From an optimization exercise on the open Yosys and OpenROAD flow, aimed at small area, a short achievable clock period and few clock cycles; shortcuts taken in it are not production practice.
Function was not checked in any run shown here: the RTL went through the layout flow alone.
Power and IR drop assume default switching activity.

## flow/design.v (module list and top-level ports; edited modules follow where they fit)
// module vs_topk_insert: 43 lines
// module vs_topk_core: 122 lines
// module vs_tree: 878 lines
module vs_topk_core (
    input  logic          clk,
    input  logic          reset_n,
    input  logic          start,
    input  logic          mode,
    input  logic [11:0]   base_addr,
    input  logic [9:0]    vector_count,
    input  logic [7:0]    dim_words,
    output logic          mem_rd_en,
    output logic [11:0]   mem_addr,
    input  logic [63:0]   mem_data,
    output logic          busy,
    output logic          done,
    output logic [2:0]    topk_count,
    output logic [127:0]  topk_score,
    output logic [39:0]   topk_id
);
  // ...
==> flow/run.sh <==
#!/bin/bash
# synth_recipe.tcl (not shown) runs the flow's synth.tcl, then flattens the netlist and writes it again
# the make line also repeats each setting of config.mk as NAME=value (left out here)
make -C /OpenROAD-flow-scripts/flow DESIGN_CONFIG=/design/flow/config.mk WORK_HOME=/design/flow/orfs CLKGATE_MAP_FILE= SYNTH_SCRIPT=/design/flow/synth_recipe.tcl finish
==> flow/config.mk <==
export PLATFORM = sky130hd
export DESIGN_NAME = vs_topk_core
export DESIGN_NICKNAME = vs_topk_core
export VERILOG_FILES = /design/flow/design.v
export SDC_FILE = /design/flow/constraint.sdc
export NUM_CORES = 4
export LEC_CHECK = 0
export CAP_MARGIN = 20
export CORE_MARGIN = 2
export CORE_UTILIZATION = 40
export SLEW_MARGIN = 20
==> flow/constraint.sdc <==
create_clock -name core_clock -period 15.0 [get_ports {clk}]
set_input_delay 3.0000 -clock core_clock [delete_from_list [all_inputs] [get_ports {clk}]]
set_output_delay 3.0000 -clock core_clock [all_outputs]
set_load 0.01 [all_outputs]
==> impl_results.md, run 1 <==
- Outcome: no timing/DRC/antenna violations
- Min Hold Slack: about 0.32 ns
- Clock latency (worst-skew pair): between 0.5 and 0.6 ns
- Post-Route Utilization: 48.11%
- M1 wire length: about 33000 um
- Worst EP arrival: ~6 ns
- Grt total ovfl: 0
- Most flops, register: u_insert.score_q
- Leakage: 15.21 nW
- Crit path max-delay family: compound AO/OA/AOI/OAI gates
- Combinational cell power: 0.00450 W
- Measured slew at the worst slew-check pin: just under 1 ns
- P_seq: 0.00163 W
- Initial DRC count: 1207
- Synth Warn #: 4
- Core ar.: between 60000 and 70000 um2
- Synth Area in XOR/XNOR: 2.020%
- Most common cell in the netlist: inv_1
- Power Total: 0.007236 W
- Signal inverters: between 400 and 500
- CP endpoint: acc_q[24]$_DFF_P_
- CP Cell Sequence: buf_4 > clkinv_1 > o21ai_0 > fa_1 > fa_1 > inv_1 > ha_1 > and3_1 > o211ai_1 > a21oi_1 > nor2_1 > o31ai_1 > a21o_1 > a21oi_1 > xnor2_1
- Area contributors post-synth: fa_1, edfxtp_1, dfxtp_1
- Die area: 70410 um2
- Vias per inst: 5.144
- Routed WL per cell: roughly 20 um
- Final instance area: around 32000 um2
- Slew margin rel.: approximately a third
- Top Metal Used: met5
==> module vs_topk_core, before the edit <==
module vs_topk_core (
    input  logic          clk,
    input  logic          reset_n,
    input  logic          start,
    input  logic          mode,
    input  logic [11:0]   base_addr,
    input  logic [9:0]    vector_count,
    input  logic [7:0]    dim_words,
    output logic          mem_rd_en,
    output logic [11:0]   mem_addr,
    input  logic [63:0]   mem_data,
    output logic          busy,
    output logic          done,
    output logic [2:0]    topk_count,
    output logic [127:0]  topk_score,
    output logic [39:0]   topk_id
);
    logic        busy_q, done_q, rd_q, mode_q, first_q;
    logic [11:0] addr_q;
    logic [7:0]  dim_q, wcnt_q;
    logic [9:0]  vrem_q;
    wire accept = start & ~busy_q;
    wire empty  = (vector_count == 10'd0) | (dim_words == 8'd0);
    wire eov    = (wcnt_q == 8'd1);
    wire fin    = eov & (vrem_q == 10'd1);
    logic f1_q, f2_q, f3_q;
    logic l1_q, l2_q, l3_q, l4_q;
    logic z1_q, z2_q, z3_q, z4_q;
    logic        clr_q, empty_q;
    always_ff @(posedge clk) begin
        if (!reset_n) begin
            busy_q  <= 1'b0;
            done_q  <= 1'b0;
            rd_q    <= 1'b0;
            clr_q   <= 1'b0;
            empty_q <= 1'b0;
            l1_q <= 1'b0; l2_q <= 1'b0; l3_q <= 1'b0; l4_q <= 1'b0;
            z1_q <= 1'b0; z2_q <= 1'b0; z3_q <= 1'b0; z4_q <= 1'b0;
        end else begin
            clr_q   <= accept;
            empty_q <= accept & empty;
            done_q  <= empty_q | z4_q;
            busy_q  <= busy_q ? ~(empty_q | z4_q) : start;
            rd_q    <= rd_q ? ~fin : (accept & ~empty);
            l1_q <= rd_q & eov; l2_q <= l1_q; l3_q <= l2_q; l4_q <= l3_q;
            z1_q <= rd_q & fin; z2_q <= z1_q; z3_q <= z2_q; z4_q <= z3_q;
        end
    end
    logic ldn_q, dot_q;
    always_ff @(posedge clk) begin
        if (!reset_n) ldn_q <= 1'b1;
        else          ldn_q <= rd_q ? fin : ~(accept & ~empty);
    end
    always_ff @(posedge clk) begin
        first_q <= ~rd_q | eov;
        f1_q <= first_q; f2_q <= f1_q; f3_q <= f2_q;
        if (!busy_q) begin
            mode_q <= mode;
            dot_q  <= ~mode;
        end
        if (ldn_q) begin
            addr_q <= base_addr;
            dim_q  <= dim_words;
            wcnt_q <= dim_words;
            vrem_q <= vector_count;
        end else begin
            addr_q <= addr_q + 12'd1;
            if (eov) begin
                wcnt_q <= dim_q;
                vrem_q <= vrem_q - 10'd1;
            end else begin
                wcnt_q <= wcnt_q - 8'd1;
            end
        end
    end
    assign mem_rd_en = rd_q;
    assign mem_addr  = addr_q;
    assign busy      = busy_q;
    assign done      = done_q;
    logic [31:0] pp_p;
    logic [31:0] pp_q;
    logic [3:0]  pp_r;
    always_ff @(posedge clk) begin
        for (int l = 0; l < 4; l++) begin
            logic [7:0] a, b;
            logic [8:0] x;
            a = mem_data[16*l +: 8];
            b = mem_data[16*l+8 +: 8];
            x = {a[7], a} - {b[7], b};
            pp_p[8*l +: 8] <= mode_q ? x[8:1] : a;
            pp_q[8*l +: 8] <= mode_q ? x[8:1] : b;
            pp_r[l]        <= mode_q & x[0];
        end
    end
    logic [19:0] tr1, tr2;
    vs_tree u_tree (.pp_p(pp_p), .pp_q(pp_q), .pp_r(pp_r), .tr1(tr1), .tr2(tr2));
    logic [19:0] r1_q, r2_q;
    always_ff @(posedge clk) begin
        r1_q <= tr1;
        r2_q <= tr2;
    end
    logic [26:0] acc_q;
    wire  [26:0] acc_base = f3_q ? 27'd0 : acc_q;
    wire  [26:0] e1 = dot_q ? {9'd0, r1_q[19:2]} : ~{7'd0, r1_q};
    wire  [26:0] e2 = dot_q ? {9'd0, r2_q[19:2]} : ~{7'd0, r2_q};
    wire  [26:0] acc_k = dot_q ? 27'h7FE0200 : 27'd522242;
    always_ff @(posedge clk)
        acc_q <= acc_base + e1 + e2 + acc_k;
    logic [9:0] idc_q;
    always_ff @(posedge clk)
        idc_q <= clr_q ? 10'd0 : idc_q + {9'd0, l4_q};
    vs_topk_insert u_insert (
        .clk        (clk),
        .clr        (clr_q),
        .ins_valid  (l4_q),
        .ins_score  (acc_q),
        .ins_id     (idc_q),
        .count      (topk_count),
        .score_flat (topk_score),
        .id_flat    (topk_id)
    );
endmodule
==> run 2: changes to the inputs <==
--- a/flow/design.v
+++ b/flow/design.v
@@ -160,4 +160,4 @@
     always_ff @(posedge clk) begin
-        r1_q <= tr1;
-        r2_q <= tr2;
+        r1_q <= dot_q ? {2'b00, tr1[19:2]} : ~tr1;
+        r2_q <= dot_q ? {2'b00, tr2[19:2]} : ~tr2;
     end
@@ -165,7 +165,5 @@
     wire  [26:0] acc_base = f3_q ? 27'd0 : acc_q;
-    wire  [26:0] e1 = dot_q ? {9'd0, r1_q[19:2]} : ~{7'd0, r1_q};
-    wire  [26:0] e2 = dot_q ? {9'd0, r2_q[19:2]} : ~{7'd0, r2_q};
-    wire  [26:0] acc_k = dot_q ? 27'h7FE0200 : 27'd522242;
+    wire  [26:0] acc_k = dot_q ? 27'h7FE0200 : 27'h7E7F802;
     always_ff @(posedge clk)
-        acc_q <= acc_base + e1 + e2 + acc_k;
+        acc_q <= acc_base + {7'd0, r1_q} + {7'd0, r2_q} + acc_k;
     logic [9:0] idc_q;
==> run 2 against run 1 <==
Effect of this change:
- still clean
- final cell count fell by 0.69%
- cell area fell by 0.25%
- via count fell by 2.2%
- sequential cell count rose by 1
- non-clock buffer count rose by 2
- clock power fell by 9%
- worst setup slack improved by 0.49 ns
- synthesized cell count fell by 1.3%
- fmax rose by 9.9%
- core utilization fell by 0.21 points
- critical path depth fell by 1
- critical endpoint is now r2_q[9]$_DFF_P_
==> impl_results.md, run 2 <==
- Syn Area/Cell: 10.02 um2 (was 9.873 um2)
- Area contributors post-synth: fa_1, edfxtp_1, dfxtp_1 (unchanged)
- Fin crit period: 5.018 ns (was 5.513 ns)
- DIE HEIGHT: 265.6 um (was 265.3 um)
- Gpl congestion: 0.9041 (was 0.9529)
- Most flops, register: u_insert.score_q (unchanged)
- I/O Pins: 284 (unchanged)
- Core ar.: 67510 um2 (was 67400 um2)
- Post-CTS Setup Inserts: 0 (unchanged)
- Most common cell in the netlist: inv_1 (unchanged)
- Placed Cells incl. Taps: 3816 (was 3843)
- Root Driver: clkbuf_16 (unchanged)
- Crit Path Category: reg2reg (unchanged)
- Final non-filler cell total: 3894 (was 3921)
- Max reg flops: 108 (unchanged)
- Post-synth ARST share: 0% (unchanged)
- CTS tree: done (unchanged)
- Mapped Cells: 2732 (was 2767)
- Top cells by count, synth: inv_1, fa_1, and2_1, ha_1, nor2_1 (was inv_1, fa_1, ha_1, and2_1, nor2_1)
- Clock power share: 12.2% (was 15.3%)
- Regs by FF count: u_insert.score_q: 108 flops, u_insert.id_q: 40 flops (unchanged)
- Seq/Total Area, Yosys: 31.96% (was 31.95%)
- DRC Markers: 0 (unchanged)
- Share of power burned in registers: 19.0% (was 22.5%)
- PwrDens: 255.4 nW/um2 (was 223.2 nW/um2)
- Cell Area, Placed: 30980 um2 (was 30890 um2)
- Min Hold Slack: 0.3251 ns (was 0.3192 ns)
- First-pass iteration count of the detailed router: 5 (unchanged)
- Most common cell after layout, fill and taps aside: inv_1 (unchanged)
- Largest net degree at the start of global routing: 89 (was 110)
- P_int: 0.004449 W (was 0.003971 W)
- Port Buffer Count: 283 (unchanged)
- CTS H-tree depth: 2 (unchanged)
- Multi-input gate area: 16440 um2 (was 16360 um2)
- Number of setup violations in the final report: 0 (unchanged)
- Critical path fanouts, max: 8 (was 60)
- Comb pwr share: 68.7% (was 62.2%)
- HP Class: reg2reg (unchanged)
- Share of cells above drive strength 1: 4.336% (was 2.986%)
- Final instance area: 32340 um2 (was 32420 um2)
- Sw Ratio: 46.13% (was 45.13%)
- Max Slew Vio Count: 0 (unchanged)
- Antenna cell count: 0 (unchanged)
- Data required, critical path: 15.42 ns (was 15.46 ns)
- First-pass GRT wire length: 114300 um (was 121200 um)
- Via count: 19720 (was 20170)
- Reg area: 8753 um2 (was 8733 um2)
- Setup Skew: 0.03560 ns (was 0.03248 ns)
- Number of CTS-inserted buffers: 42 (unchanged)
- Max-cap viol count: 0 (unchanged)
- Slew margin rel.: 31.26% (was 33.83%)
- Die X: 265.6 um (was 265.3 um)
- GR Util All Layers: 20.72% (was 22.50%)
- CP Launch Type: register (unchanged)
- CTS sink cnt: 353 (was 352)
- Net count, final: 3579 (was 3604)
- Routed WL per cell: 18.71 um (was 20.04 um)
- Primary FF master, synth: dfxtp_1 (unchanged)
- Final period utilization: 33.45% (was 36.75%)
- FF+latch count, synth: 353 (was 352)
- VDD IR max: 343.6 uV (was 264.3 uV)
- Most frequent cells in the layout: inv_1, fa_1, clkdlybuf4s50_1 (unchanged)
- Synth Cell Area: 27380 um2 (was 27320 um2)
- CTS Buffer Depth: 3 (unchanged)
- Initial DRC count: 1251 (was 1207)
- Switching Power: 0.003809 W (was 0.003265 W)
- Outcome: no timing/DRC/antenna violations (unchanged)
- Synth area leader: fa_1 (unchanged)
- EDFF count, synth: 168 (unchanged)
- Measured slew at the worst slew-check pin: 1.029 ns (was 0.9925 ns)
- Antenna viol nets, final: 0 (unchanged)
- Setup total negative slack: 0 ns (unchanged)
- RSZ-0062 raised after global routing: false (unchanged)
- Mapped Nets: 3324 (was 3357)
- Yosys top cell area share: 20.99% (was 20.96%)
- Filler Cell Count: 6220 (was 6197)
- Final Hold Viols: 0 (unchanged)
- Leakage: 14.97 nW (was 15.21 nW)
- Post-CTS Resized: 0 (unchanged)
- Initial Util: 40.55% (was 40.54%)
- Row cnt: 95 (unchanged)
- Post-detail-place hpwl: 57550 um (was 61810 um)
- Initial antenna violation count: 2 (was 1)
- CP Capture Type: register (unchanged)
- CTS clk-pin slew, worst paths: 0.06 ns (about the same)
- Die area: 70550 um2 (was 70410 um2)
- Vias per inst: 5.065 (was 5.144)
- Distinct cell type count after synthesis: 61 (was 62)
- Worst EP arrival: 5.44 ns (was 5.97 ns)
- WL final: 72860 um (was 78590 um)
- Area Growth Syn to Fin: 18.13% (was 18.67%)
- Max Clk Rate: 0.1993 GHz (was 0.1814 GHz)
- Clock latency (worst-skew pair): 0.59 ns (about the same)
- Grt total ovfl: 0 (unchanged)
- Hold-fix buffers at CTS: 0 (unchanged)
- Vias in the first global route: 20610 (was 20890)
- Synth Warn #: 4 (unchanged)
## run 2: changes by cell type after synthesis, moves of 9 or more
cell,change
nand2b_1,-14
mux2i_1,-34
mux2_2,+31
and2_1,+30
nand2_1,-27
a21oi_1,+13
xor2_1,+10
o21ai_0,-11
nor2b_1,+13
a21o_1,-15
mux2_1,+9
inv_1,-11
nand3b_1,-12
## run 2: routing by layer
layer  track usage, %  wire length [um]
met3            4.147              4734
met4            6.180              1903
met2            34.05             34470
met1            27.66             31760
met5                0                 0
## run 2: kinds of logic (layout without fill, tap and decap cells)
logic type      after synthesis  after routing  share of synthesized area [%]
buf+inv                     554            843                          8.112
flops                       353            353                          31.96
mux                         124            124                          4.726
simple gates                802            802                          15.05
fa+ha+maj                   494            494                          30.45
compound gates              338            338                          7.564
xor+xnor                     67             67                          2.144
## run 2: final timing paths
| kind | startpoint | end | slack [ns] | depth (start not counted) |
|---|---|---|---|---|
| max reg2reg | pp_q[6]$_DFF_P_ | r2_q[9]$_DFF_P_ | 9.98 | 14 |
| min reg2reg | f1_q$_DFF_P_ | f2_q$_DFF_P_ | 0.33 | 0 |
| min | f1_q$_DFF_P_ | f2_q$_DFF_P_ | 0.33 | 0 |
| max | pp_q[6]$_DFF_P_ | r2_q[9]$_DFF_P_ | 9.98 | 14 |
## run 2: area by class of cell
cell class / instances / share of cell area, %
sequential: 353 / 27.07
tap: 873 / 3.378
timing repair buffer: 296 / 9.061
clock inverter: 24 / 0.6887
multi-input combinational: 1825 / 50.85
clock buffer: 54 / 3.513
inverter: 469 / 5.444
## run 2: per-stage QoR
step	worst slack (ns)	util (%)	power, W
finish	9.982	47.90	0.008258
global route	9.804	47.90	0.009146
CTS	9.975	47.90	0.008345
detailed placement	9.637	45.89	0.007298
global placement	9.684	45.89	0.007171
floorplan	8.599	-	0.005656
## run 2: power by group through the flow
stage | Clock (W) | Combinational [W] | Sequential, W
finish | 0.00101 | 0.00568 | 0.00157
global route | 0.00107 | 0.00648 | 0.00160
CTS | 0.00104 | 0.00574 | 0.00157
detailed placement | 0 | 0.00571 | 0.00159
global placement | 0 | 0.00558 | 0.00159
floorplan | 0 | 0.00420 | 0.00146
## run 2: worst max-delay path, stage by stage, from the launching register on
cell	delay, ns
dfxtp_1	0.53
nand2_1	0.15
fa_1	0.55
inv_1	0.05
fa_1	0.49
fa_1	0.42
fa_1	0.54
inv_1	0.05
fa_1	0.40
fa_1	0.49
inv_1	0.05
fa_1	0.49
fa_1	0.45
nor2_1	0.14
a21oi_1	0.05
==> run 3: changes to the inputs <==
--- a/flow/config.mk
+++ b/flow/config.mk
@@ -9,3 +9,3 @@
 export CORE_MARGIN = 2
-export CORE_UTILIZATION = 40
+export CORE_UTILIZATION = 65
 export SLEW_MARGIN = 20
==> run 3 against run 2 <==
Effect of this change:
- still clean on timing, DRC and antenna
- clock skew grew 0.0029 ns
- core utilization grew 28 points
- register-to-register slack is essentially flat
- count of clock-buffer cells in the layout shrank 3
- die area shrank 38%
- total power shrank 1.3%
==> impl_results.md, run 3 <==
- Sw Ratio: 46.11% (was 46.13%)
- Comb pwr share: 69.6% (was 68.7%)
- Most common cell after layout, fill and taps aside: inv_1 (unchanged)
- Reg2reg setup slack: 9.98 ns (about the same)
- CTS sink cnt: 353 (unchanged)
- Yosys top cell area share: 20.99% (unchanged)
- Post-detail-place hpwl: 53060 um (was 57550 um)
- PwrDens: 256.2 nW/um2 (was 255.4 nW/um2)
- RSZ-0062 raised after global routing: false (unchanged)
- Crit Path Category: reg2reg (unchanged)
- Initial DRC count: 1201 (was 1251)
- Seq/Total Area, Yosys: 31.96% (unchanged)
- Clock power share: 11.4% (was 12.2%)
- Row cnt: 75 (was 95)
- Vias in the first global route: 21240 (was 20610)
- Share of power burned in registers: 19.0% (about the same)
- Distinct cell type count after synthesis: 61 (unchanged)
- Data required, critical path: 15.44 ns (was 15.42 ns)
- R2r endpoint: r2_q[10]$_DFF_P_ (was r2_q[9]$_DFF_P_)
- I/O Pins: 284 (unchanged)
- Setup crit start: pp_q[14]$_DFF_P_ (was pp_q[6]$_DFF_P_)
- CTS H-tree depth: 2 (unchanged)
- Measured slew at the worst slew-check pin: 0.9877 ns (was 1.029 ns)
- Slew margin rel.: 34.16% (was 31.26%)
- Core ar.: 41760 um2 (was 67510 um2)
- Die area: 43780 um2 (was 70550 um2)
- EDFF count, synth: 168 (unchanged)
- Crit path largest cell delay: 0.58 ns (was 0.55 ns)
- Clock latency (worst-skew pair): 0.58 ns (was 0.59 ns)
- Switching Power: 0.003756 W (was 0.003809 W)
- Top cells by count, synth: inv_1, fa_1, and2_1, ha_1, nor2_1 (unchanged)
- Min Hold Slack: 0.3255 ns (was 0.3251 ns)
- Placed Cells incl. Taps: 3483 (was 3816)
- Antenna cell count: 0 (unchanged)
- Routed WL per cell: 19.09 um (was 18.71 um)
- Crit path depth: 14 (unchanged)
- Synth area leader: fa_1 (unchanged)
- P_int: 0.004390 W (was 0.004449 W)
- WL final: 67840 um (was 72860 um)
- Number of setup violations in the final report: 0 (unchanged)
- Fin crit period: 5.017 ns (was 5.018 ns)
- Setup total negative slack: 0 ns (unchanged)
- Net count, final: 3577 (was 3579)
- First-pass GRT wire length: 108100 um (was 114300 um)
- Initial Util: 65.56% (was 40.55%)
- Largest net degree at the start of global routing: 96 (was 89)
- Number of CTS-inserted buffers: 39 (was 42)
- Post-CTS Resized: 0 (unchanged)
- CP Capture Type: register (unchanged)
- Die X: 209.2 um (was 265.6 um)
- Most frequent cells in the layout: inv_1, fa_1, clkdlybuf4s50_1 (unchanged)
- Area Growth Syn to Fin: 16.13% (was 18.13%)
- Mapped Cells: 2732 (unchanged)
- Crit path max-delay family: adder cells (unchanged)
- Most used cell, CP: fa_1 (unchanged)
- Via count: 20190 (was 19720)
- Max-cap viol count: 0 (unchanged)
- FF+latch count, synth: 353 (unchanged)
- Gpl congestion: 0.9397 (was 0.9041)
- Root Driver: clkbuf_16 (unchanged)
- Worst R2R Path Depth: 14 (unchanged)
- Most flops, register: u_insert.score_q (unchanged)
- GR Util All Layers: 31.43% (was 20.72%)
- CP endpoint: r2_q[10]$_DFF_P_ (was r2_q[9]$_DFF_P_)
- CP Launch Type: register (unchanged)
- Post-CTS Setup Inserts: 0 (unchanged)
- Number of buffers and inverters on the critical path: 3 (unchanged)
- Critical path fanouts, max: 8 (unchanged)
- CTS Buffer Depth: 3 (unchanged)
- Max Slew Vio Count: 0 (unchanged)
- Hold-fix buffers at CTS: 0 (unchanged)
- Pre-CTS setup slack: 9.617 ns (was 9.637 ns)
- VDD IR max: 352.7 uV (was 343.6 uV)
- Synth Cell Area: 27380 um2 (unchanged)
- Cell Area, Placed: 30570 um2 (was 30980 um2)
- Final instance area: 31790 um2 (was 32340 um2)
- Final WS setup: 9.983 ns (was 9.982 ns)
- Worst EP arrival: 5.46 ns (was 5.44 ns)
- HP Class: reg2reg (unchanged)
- Grt total ovfl: 0 (unchanged)
- First-pass iteration count of the detailed router: 7 (was 5)
- CTS clk-pin slew, worst paths: 0.06 ns (about the same)
- Area contributors post-synth: fa_1, edfxtp_1, dfxtp_1 (unchanged)
- Setup Skew: 0.03846 ns (was 0.03560 ns)
- Outcome: no timing/DRC/antenna violations (unchanged)
- Post-synth ARST share: 0% (unchanged)
- Vias per inst: 5.680 (was 5.065)
- Primary FF master, synth: dfxtp_1 (unchanged)
- CTS tree: done (unchanged)
- CP Cell Sequence: nand2_1 > fa_1 > fa_1 > inv_1 > fa_1 > fa_1 > inv_1 > fa_1 > inv_1 > fa_1 > fa_1 > fa_1 > nor2_1 > a21oi_1 (was nand2_1 > fa_1 > inv_1 > fa_1 > fa_1 > fa_1 > inv_1 > fa_1 > fa_1 > inv_1 > fa_1 > fa_1 > nor2_1 > a21oi_1)
- Syn Area/Cell: 10.02 um2 (unchanged)
- Port Buffer Count: 283 (unchanged)
- Regs by FF count: u_insert.score_q: 108 flops, u_insert.id_q: 40 flops (unchanged)
- Final Hold Viols: 0 (unchanged)
- Synth Warn #: 4 (unchanged)
- Max reg flops: 108 (unchanged)
- Most common cell in the netlist: inv_1 (unchanged)
- Critical R2R Launch: pp_q[14]$_DFF_P_ (was pp_q[6]$_DFF_P_)
- Critical-path top delay cell: dfxtp_1 (was fa_1)
- Max Clk Rate: 0.1993 GHz (about the same)
- DRC Markers: 0 (unchanged)
- Leakage: 14.90 nW (was 14.97 nW)
- Share of cells above drive strength 1: 3.947% (was 4.336%)
- Antenna viol nets, final: 0 (unchanged)
- Initial antenna violation count: 0 (was 2)
- Final non-filler cell total: 3554 (was 3894)
- DIE HEIGHT: 209.2 um (was 265.6 um)
- Final period utilization: 33.45% (about the same)
- Mapped Nets: 3324 (unchanged)
==> run 3: area by class of cell <==
class,instances,area [um2]
Multi-Input combinational cell,1825,16440
Clock buffer,51,1031
Inverter,469,1760
Sequential cell,353,8752
Tap cell,539,674.4
Timing Repair Buffer,297,2938
Clock inverter,20,191.4
Fill cell,2958,9967
==> run 3: through the flow <==
stage          util [%]  total power, W
5_1_grt           76.13        0.009019
6_report          76.13        0.008147
3_3_place_gp      73.20        0.006968
2_1_floorplan         -        0.005656
4_1_cts           76.13        0.008185
3_5_place_dp      73.20        0.007220
==> run 3: worst min-delay path by stage <==
| stage | start | endpoint | slack (ns) | cells after the start |
|---|---|---|---|---|
| 4_1_cts | f2_q$_DFF_P_ | f3_q$_DFF_P_ | 0.33 | 0 |
| 3_3_place_gp | f1_q$_DFF_P_ | f2_q$_DFF_P_ | 0.31 | 0 |
| 5_1_grt | f2_q$_DFF_P_ | f3_q$_DFF_P_ | 0.34 | 0 |
| 3_5_place_dp | f2_q$_DFF_P_ | f3_q$_DFF_P_ | 0.31 | 0 |
| 2_1_floorplan | first_q$_DFF_P_ | f1_q$_DFF_P_ | 0.31 | 0 |
| 6_report | f2_q$_DFF_P_ | f3_q$_DFF_P_ | 0.33 | 0 |
==> run 3: cells by family (layout without fill, tap and decap cells) <==
logic type / count (synthesis) / after routing / share of synthesized area [%]
XOR/XNOR: 67 / 67 / 2.144
AO/OA/AOI/OAI: 338 / 338 / 7.564
AND/OR/NAND/NOR: 802 / 802 / 15.05
flip-flops: 353 / 353 / 31.96
adder cells (fa/ha/maj): 494 / 494 / 30.45
multiplexers: 124 / 124 / 4.726
buffers and inverters: 554 / 837 / 8.112
==> run 3: metal layers <==
metal / up-vias / part of all wire, % / routed length [um] / track usage (%)
li1: 9299 / - / - / -
met1: 9985 / 39 / 26160 / 37.47
met2: 719 / 52 / 34980 / 57.32
met3: 182 / 6.0 / 4100 / 4.388
met4: 0 / 3.8 / 2600 / 12.59
met5: - / 0 / 0 / 0
==> run 3: power groups by stage <==
stage	Combinational, W	Sequential [W]	Clock [W]
6_report	0.00567	0.00155	0.000929
2_1_floorplan	0.00420	0.00146	0
4_1_cts	0.00570	0.00154	0.000941
5_1_grt	0.00648	0.00157	0.000978
3_3_place_gp	0.00542	0.00155	0
3_5_place_dp	0.00566	0.00156	0
==> run 4: changes to the inputs <==
==> flow/flow/run.sh (new file) <==
#!/bin/bash
# Layout: the standard ORFS flow, with the port buffers inserted during
# placement made plain sky130_fd_sc_hd__buf_1 cells (buffer_ports' own
# choice is the slower, larger clkdlybuf4s50_1). Everything else is standard.
set -euo pipefail
bash standard.sh synth > make_synth.log 2>&1
bash standard.sh finish "BUFFER_PORTS_ARGS=-buffer_cell sky130_fd_sc_hd__buf_1" > make_finish.log 2>&1
==> flow/standard.sh (new file) <==
#!/bin/bash
# synth_recipe.tcl (not shown) runs the flow's synth.tcl, then flattens the netlist and writes it again
# the make line also repeats each setting of config.mk as NAME=value (left out here)
make -C /OpenROAD-flow-scripts/flow DESIGN_CONFIG=/design/flow/config.mk WORK_HOME=/design/flow/orfs CLKGATE_MAP_FILE= SYNTH_SCRIPT=/design/flow/synth_recipe.tcl "${@:-finish}"
--- a/flow/config.mk
+++ b/flow/config.mk
@@ -9,3 +9,3 @@
 export CORE_MARGIN = 2
-export CORE_UTILIZATION = 65
+export CORE_UTILIZATION = 40
 export SLEW_MARGIN = 20
removed: flow/run.sh
==> run 4 against run 3 <==
Effect of this change:
- first-iteration DRC count shrank 1.7%
- critical endpoint unchanged
- total power increased by 0.73%
- via count is 2.3% lower
- clock power rose by 11%
- worst setup slack improved by 0.060 ns
- sequential power about the same
- critical path type unchanged
- count of clock-buffer cells in the layout grew 13
- still clean
==> impl_results.md, run 4 <==
- Outcome: no timing/DRC/antenna violations (unchanged)
- Mapped Nets: 3324 (unchanged)
- Port Buffer Count: 283 (unchanged)
- Hold-fix buffers at CTS: 0 (unchanged)
- Worst R2R Path Depth: 14 (unchanged)
- Number of CTS-inserted buffers: 42 (was 39)
- RSZ-0062 raised after global routing: false (unchanged)
- HP Class: reg2reg (unchanged)
- Mapped Cells: 2732 (unchanged)
- CTS clk-pin slew, worst paths: 0.06 ns (about the same)
- WL final: 72220 um (was 67840 um)
- CTS sink cnt: 353 (unchanged)
- Data required, critical path: 15.41 ns (was 15.44 ns)
- Most common cell in the netlist: inv_1 (unchanged)
- Filler Cell Count: 6456 (was 2958)
- Slew margin rel.: 32.33% (was 34.16%)
- Fin crit period: 4.957 ns (was 5.017 ns)
- Core ar.: 67510 um2 (was 41760 um2)
- I/O Pins: 284 (unchanged)
- CP Cell Sequence: nand2_1 > fa_1 > fa_1 > inv_1 > fa_1 > fa_1 > inv_1 > fa_1 > inv_1 > fa_1 > fa_1 > fa_1 > nor2_1 > a21oi_1 (unchanged)
- Critical R2R Launch: pp_q[6]$_DFF_P_ (was pp_q[14]$_DFF_P_)
- Top cells by count, synth: inv_1, fa_1, and2_1, ha_1, nor2_1 (unchanged)
- FF+latch count, synth: 353 (unchanged)
- Initial Util: 40.55% (was 65.56%)
- Critical-path top delay cell: fa_1 (was dfxtp_1)
- First-pass GRT wire length: 113200 um (was 108100 um)
- Most used cell, CP: fa_1 (unchanged)
- EDFF count, synth: 168 (unchanged)
- CP endpoint: r2_q[10]$_DFF_P_ (unchanged)
- Leakage: 14.23 nW (was 14.90 nW)
- Yosys top cell area share: 20.99% (unchanged)
- Setup crit start: pp_q[6]$_DFF_P_ (was pp_q[14]$_DFF_P_)
- Seq/Total Area, Yosys: 31.96% (unchanged)
- Vias per inst: 5.065 (was 5.680)
- Primary FF master, synth: dfxtp_1 (unchanged)
- CTS Buffer Depth: 3 (unchanged)
- CTS tree: done (unchanged)
- Die area: 70550 um2 (was 43780 um2)
- Post-CTS Setup Inserts: 0 (unchanged)
- Grt total ovfl: 0 (unchanged)
- Synth Warn #: 4 (unchanged)
- DIE HEIGHT: 265.6 um (was 209.2 um)
- Reg area: 8753 um2 (was 8752 um2)
- Initial DRC count: 1180 (was 1201)
- Area contributors post-synth: fa_1, edfxtp_1, dfxtp_1 (unchanged)
- CP Capture Type: register (unchanged)
- Setup total negative slack: 0 ns (unchanged)
- Post-synth ARST share: 0% (unchanged)
- Max Slew Vio Count: 0 (unchanged)
- Via count: 19720 (was 20190)
- Root Driver: clkbuf_16 (unchanged)
- Multi-input gate area: 16440 um2 (unchanged)
- R2r endpoint: r2_q[10]$_DFF_P_ (unchanged)
- Net count, final: 3579 (was 3577)
- First-pass iteration count of the detailed router: 5 (was 7)
- Max-cap viol count: 0 (unchanged)
- Share of cells above drive strength 1: 4.270% (was 3.947%)
- Synth area leader: fa_1 (unchanged)
- Most flops, register: u_insert.score_q (unchanged)
- Measured slew at the worst slew-check pin: 1.015 ns (was 0.9877 ns)
- PwrDens: 267.9 nW/um2 (was 256.2 nW/um2)
- Die X: 265.6 um (was 209.2 um)
- Clock latency (worst-skew pair): 0.60 ns (was 0.58 ns)
- Critical path fanouts, max: 8 (unchanged)
- Row cnt: 95 (was 75)
- Synth Cell Area: 27380 um2 (unchanged)
- Syn Area/Cell: 10.02 um2 (unchanged)
- Vias in the first global route: 20540 (was 21240)
- Routed WL per cell: 18.55 um (was 19.09 um)
- DRC Markers: 0 (unchanged)
- Final Hold Viols: 0 (unchanged)
- Most common cell after layout, fill and taps aside: inv_1 (unchanged)
- Max reg flops: 108 (unchanged)
- Most frequent cells in the layout: inv_1, fa_1, buf_1 (was inv_1, fa_1, clkdlybuf4s50_1)
- Initial antenna violation count: 1 (was 0)
- Crit path largest cell delay: 0.54 ns (was 0.58 ns)
- Max Clk Rate: 0.2017 GHz (was 0.1993 GHz)
- Gpl congestion: 0.9143 (was 0.9397)
- Antenna cell count: 0 (unchanged)
- Largest net degree at the start of global routing: 74 (was 96)
- Number of setup violations in the final report: 0 (unchanged)
- Worst EP arrival: 5.36 ns (was 5.46 ns)
- Setup Skew: 0.05021 ns (was 0.03846 ns)
- Crit Path Category: reg2reg (unchanged)
- Power Total: 0.008206 W (was 0.008147 W)
- VDD IR max: 407.6 uV (was 352.7 uV)
- Post-CTS Resized: 0 (unchanged)
- GR Util All Layers: 20.46% (was 31.43%)
- Area Growth Syn to Fin: 11.88% (was 16.13%)
- CP Launch Type: register (unchanged)
- CTS H-tree depth: 2 (unchanged)
- Distinct cell type count after synthesis: 61 (unchanged)
- Reg2reg setup slack: 10.04 ns (was 9.98 ns)
- Final period utilization: 33.05% (was 33.45%)
- Antenna viol nets, final: 0 (unchanged)
- Regs by FF count: u_insert.score_q: 108 flops, u_insert.id_q: 40 flops (unchanged)
- Post-detail-place hpwl: 56940 um (was 53060 um)
## run 4: metal layers
metal / vias to the layer above / part of all wire [%] / track usage [%]
met5: - / 0 / 0
met4: 0 / 3.1 / 6.332
met3: 127 / 6.2 / 4.194
met2: 571 / 48 / 34.51
met1: 9711 / 43 / 26.42
li1: 9313 / - / -
## run 4: final cells by class
cell class / count / area share (%)
clock buffers: 64 / 4.101
inverters: 469 / 5.748
well taps: 873 / 3.566
multi-input cells: 1825 / 53.69
flip-flops and latches: 353 / 28.58
repair buffers: 296 / 3.787
clock inverters: 14 / 0.5310
## run 4: power breakdown
part	total [W]	internal [W]	leakage, nW	switching, W
sequential	0.00156	0.00129	3.14	0.000270
clock	0.00103	0.000602	0.695	0.000429
combinational	0.00561	0.00253	10.4	0.00308
## run 4: cells by family after synthesis
family                   count (synthesis)  share of synthesized area [%]
AO/OA/AOI/OAI                          338                          7.564
XOR/XNOR                                67                          2.144
adder cells (fa/ha/maj)                494                          30.45
buffers and inverters                  554                          8.112
flip-flops                             353                          31.96
multiplexers                           124                          4.726
AND/OR/NAND/NOR                        802                          15.05
## run 4: how the worst min path moves through the flow
stage | slack (ns) | start | endpoint | cells after the start
finish | 0.32 | f1_q$_DFF_P_ | f2_q$_DFF_P_ | 0
global route | 0.35 | first_q$_DFF_P_ | f1_q$_DFF_P_ | 0
CTS | 0.33 | f1_q$_DFF_P_ | f2_q$_DFF_P_ | 0
floorplan | 0.31 | first_q$_DFF_P_ | f1_q$_DFF_P_ | 0
detailed placement | 0.31 | f1_q$_DFF_P_ | f2_q$_DFF_P_ | 0
global placement | 0.32 | f1_q$_DFF_P_ | f2_q$_DFF_P_ | 0
## run 4: through the flow
step	instance area [um2]	cells	setup slack, ns	hold WS [ns]	util (%)
2_1_floorplan	27380	2732	8.599	0.3096	-
3_3_place_gp	29210	3816	10.06	0.3151	43.27
3_5_place_dp	29210	3816	10.00	0.3135	43.27
4_1_cts	30630	3894	10.05	0.3265	45.37
5_1_grt	30630	3894	9.870	0.3468	45.37
6_report	30630	3894	10.04	0.3248	45.37
## run 4: critical path, delay by kind of cell, from the launching register on
kind                       cells  cell delay (ns)
adders and majority gates      8             3.86
DFF                            1             0.48
and+or+nand+nor                2             0.23
buffers and inverters          3             0.16
AOI/OAI and AO/OA              1             0.05
==> run 5: changes to the inputs <==
==> flow/flow/run.sh (replaced) <==
#!/bin/bash
# Layout: the standard ORFS flow, with the port buffers inserted during
# placement made plain sky130_fd_sc_hd__buf_1 cells (buffer_ports' own
# choice is the slower, larger clkdlybuf4s50_1), and repair_timing asked for
# 10.5 ns of setup slack at the 15 ns clock. Everything else is standard.
set -euo pipefail
bash standard.sh synth > make_synth.log 2>&1
bash standard.sh finish "BUFFER_PORTS_ARGS=-buffer_cell sky130_fd_sc_hd__buf_1" SETUP_SLACK_MARGIN=10.5 > make_finish.log 2>&1
==> run 5 against run 4 <==
Effect of this change:
- still clean
- via count rose by 1.5%
- sequential power barely moved
- sequential cell count did not move
- sequential share of layout area rose by 0.050 points
- area after synthesis did not move
- combinational power rose by 6.8%
- synthesized cell count did not move
- worst setup slack improved by 0.28 ns
- non-clock buffer count rose by 17
- final cell count rose by 0.41%
- first-iteration DRC count fell by 7.7%
- critical path type unchanged
==> impl_results.md, run 5 <==
- PwrDens: 276.9 nW/um2 (was 267.9 nW/um2)
- Worst EP arrival: 5.08 ns (was 5.36 ns)
- Initial antenna violation count: 0 (was 1)
- Regs by FF count: u_insert.score_q: 108 flops, u_insert.id_q: 40 flops (unchanged)
- CTS H-tree depth: 2 (unchanged)
- Area contributors post-synth: fa_1, edfxtp_1, dfxtp_1 (unchanged)
- Final instance area: 31060 um2 (was 30630 um2)
- Fin crit period: 4.681 ns (was 4.957 ns)
- Min Hold Slack: 0.3242 ns (was 0.3248 ns)
- Worst R2R Path Depth: 14 (unchanged)
- First-pass GRT wire length: 116500 um (was 113200 um)
- Number of setup violations in the final report: 0 (unchanged)
- Distinct cell type count after synthesis: 61 (unchanged)
- Area Growth Syn to Fin: 13.46% (was 11.88%)
- Most common cell in the netlist: inv_1 (unchanged)
- Post-detail-place hpwl: 57830 um (was 56940 um)
- Most frequent cells in the layout: inv_1, buf_1, fa_1 (was inv_1, fa_1, buf_1)
- Post-Route Utilization: 46.01% (was 45.37%)
- Seq/Total Area, Yosys: 31.96% (unchanged)
- First-pass iteration count of the detailed router: 5 (unchanged)
- Slew margin rel.: 34.09% (was 32.33%)
- Number of CTS-inserted buffers: 42 (unchanged)
- Outcome: no timing/DRC/antenna violations (unchanged)
- Net count, final: 3596 (was 3579)
- Critical path fanouts, max: 8 (unchanged)
- Largest family of logic cells by synthesized area: adder cells (unchanged)
- Most common cell after layout, fill and taps aside: inv_1 (unchanged)
- VDD IR max: 425.5 uV (was 407.6 uV)
- Antenna viol nets, final: 0 (unchanged)
- Final Hold Viols: 0 (unchanged)
- CTS clk-pin slew, worst paths: 0.06 ns (about the same)
- Clock latency (worst-skew pair): 0.59 ns (was 0.60 ns)
- HP Class: reg2reg (unchanged)
- CTS tree: done (unchanged)
- Complex-gate fraction of the synthesized area: 7.564% (unchanged)
- Final period utilization: 31.20% (was 33.05%)
- CTS sink cnt: 353 (unchanged)
- Max Clk Rate: 0.2136 GHz (was 0.2017 GHz)
- WL final: 73970 um (was 72220 um)
- Routed WL per cell: 18.92 um (was 18.55 um)
- Most flops, register: u_insert.score_q (unchanged)
- Data required, critical path: 15.40 ns (was 15.41 ns)
- Max-cap viol count: 0 (unchanged)
- Leakage: 14.31 nW (was 14.23 nW)
- Synth Cell Area: 27380 um2 (unchanged)
- Post-synth ARST share: 0% (unchanged)
- Mux contribution to synthesized area: 4.726% (unchanged)
- Post-synthesis adder-cell area fraction: 30.45% (unchanged)
- Setup Skew: 0.05873 ns (was 0.05021 ns)
- DRC Markers: 0 (unchanged)
- Grt total ovfl: 0 (unchanged)
- Vias per inst: 5.119 (was 5.065)
- Post-Synth Simple-Gate Area: 15.05% (unchanged)
- Cell Area, Placed: 29250 um2 (was 29210 um2)
- Die area: 70550 um2 (unchanged)
- Synth Warn #: 4 (unchanged)
- Core ar.: 67510 um2 (unchanged)
- Top cells by count, synth: inv_1, fa_1, and2_1, ha_1, nor2_1 (unchanged)
- Power Total: 0.008601 W (was 0.008206 W)
- Syn Area/Cell: 10.02 um2 (unchanged)
- RSZ-0062 raised after global routing: true (was false)
- CTS Buffer Depth: 3 (unchanged)
- DIE HEIGHT: 265.6 um (unchanged)
- Via count: 20010 (was 19720)
- Synth area leader: fa_1 (unchanged)
- Root Driver: clkbuf_16 (unchanged)
- Port Buffer Count: 283 (unchanged)
- CP Capture Type: register (unchanged)
- Yosys top cell area share: 20.99% (unchanged)
- Die X: 265.6 um (unchanged)
- Mapped Cells: 2732 (unchanged)
- Max reg flops: 108 (unchanged)
- Row cnt: 95 (unchanged)
- FF+latch count, synth: 353 (unchanged)
- I/O Pins: 284 (unchanged)
- CP Launch Type: register (unchanged)
- Initial Util: 40.55% (unchanged)
- Vias in the first global route: 20920 (was 20540)
- Setup total negative slack: 0 ns (unchanged)
- Measured slew at the worst slew-check pin: 0.9887 ns (was 1.015 ns)
- Gpl congestion: 0.9054 (was 0.9143)
- Crit Path Category: reg2reg (unchanged)
- GR Util All Layers: 21.01% (was 20.46%)
- Max Slew Vio Count: 0 (unchanged)
- Share of cells above drive strength 1: 8.956% (was 4.270%)
- Primary FF master, synth: dfxtp_1 (unchanged)
- Antenna cell count: 0 (unchanged)
- Initial DRC count: 1089 (was 1180)
- Synth Area in XOR/XNOR: 2.144% (unchanged)
- EDFF count, synth: 168 (unchanged)
- Largest net degree at the start of global routing: 88 (was 74)
- Hold Path Cell Cnt: 0 (unchanged)
- Mapped Nets: 3324 (unchanged)
## run 5: cell count changes in the layout (fill, tap and decap cells not counted), sizes merged
cell | previous run | this run
buf | 296 | 312
clkbuf | 64 | 59
clkinvlp | 0 | 3
bufinv | 1 | 2
clkinv | 13 | 14
## run 5: layout make-up
| type | count | area [um2] |
|---|---|---|
| Multi-Input combinational cell | 1825 | 16600 |
| Sequential cell | 353 | 8892 |
| Inverter | 469 | 1760 |
| Tap cell | 873 | 1092 |
| Clock buffer | 58 | 1212 |
| Clock inverter | 19 | 214.0 |
| Fill cell | 6490 | 36450 |
| Timing Repair Buffer | 313 | 1289 |
## run 5: cells by family after synthesis
kind of cell | after synthesis
compound gates | 338
xor+xnor | 67
fa+ha+maj | 494
buf+inv | 554
flops | 353
mux | 124
simple gates | 802
## run 5: timing repair
item                       4_1_cts  5_1_grt
gates cloned                     0        0
setup endpoints to repair       17       18
setup buffers                   11        7
hold buffers                     0        0
pin swaps                       24       12
resized for setup              102       35
## run 5: per-layer routing
metal / global-route usage [%] / routed length (um) / up-vias
met5: 0 / 0 / -
met4: 5.284 / 1842 / 0
met3: 3.111 / 4031 / 120
met2: 35.94 / 35830 / 536
met1: 27.94 / 32270 / 10010
li1: - / - / 9352
## run 5: where the power goes
group,internal (W),leakage [nW],total [W],switching (W)
Sequential,0.00130,3.15,0.00157,0.000270
Clock,0.000607,0.695,0.00104,0.000436
Combinational,0.00278,10.5,0.00599,0.00320
## run 5: final timing paths
check	start	end	slack [ns]
worst min-delay path	f2_q$_DFF_P_	f3_q$_DFF_P_	0.32
worst max register to register	pp_p[7]$_DFF_P_	r2_q[10]$_DFF_P_	10.32
worst max-delay path	pp_p[7]$_DFF_P_	r2_q[10]$_DFF_P_	10.32
worst min register to register	f2_q$_DFF_P_	f3_q$_DFF_P_	0.32
## run 5: critical path, stage by stage, from the launching register on
cell and delay [ns]:
dfxtp_4 0.37, and2_4 0.15, fa_2 0.40, fa_1 0.51, inv_1 0.05, fa_2 0.35, fa_1 0.55, inv_2 0.04
fa_2 0.53, inv_2 0.04, fa_2 0.34, fa_2 0.54, fa_2 0.44, nor2_1 0.11, a21oi_1 0.05
## run 5: metrics by stage
stage / worst slack (ns) / cells
finish: 10.32 / 3910
global route: 10.18 / 3910
floorplan: 10.50 / 2732
global placement: 10.20 / 3815
CTS: 10.31 / 3903
detailed placement: 10.17 / 3815

==> re-timing with driven ports <==
How much do the figures lean on ideal ports? The routed layouts below were timed once more, with nothing changed but the port constraints.
Step 1 assumes that a clkbuf_16 drives the clock port and a buf_2 every other input.
Step 2 times the ports against the registers' clock, not the clock port: input delays grow and output delays shrink by t, the midpoint of the rising clock arrivals with the driver on.
Slacks: ideal ports / drivers / drivers and shift; pairs: ideal ports / drivers.
run	t (ns)	setup WS [ns]	worst setup path at the end	latest minus earliest clock arrival (ns)	slew at the worst register clock pin (ns)
run 1	0.639	9.487 / 9.487 / 9.431	input to register	0.033 / 0.033	0.06 / 0.06
run 2	0.625	9.982 / 9.982 / 9.607	input to register	0.038 / 0.037	0.06 / 0.06
run 3	0.621	9.983 / 9.983 / 9.582	input to register	0.039 / 0.039	0.07 / 0.07
run 4	0.626	10.043 / 10.043 / 9.998	input to register	0.055 / 0.056	0.07 / 0.07
run 5	0.624	10.319 / 10.319 / 10.106	input to register	0.059 / 0.060	0.06 / 0.06
After both steps setup and hold are still met in every run listed. For run 3, which loses most, drivers alone change the setup slack by 0.000 ns; drivers and shift together by -0.401 ns.
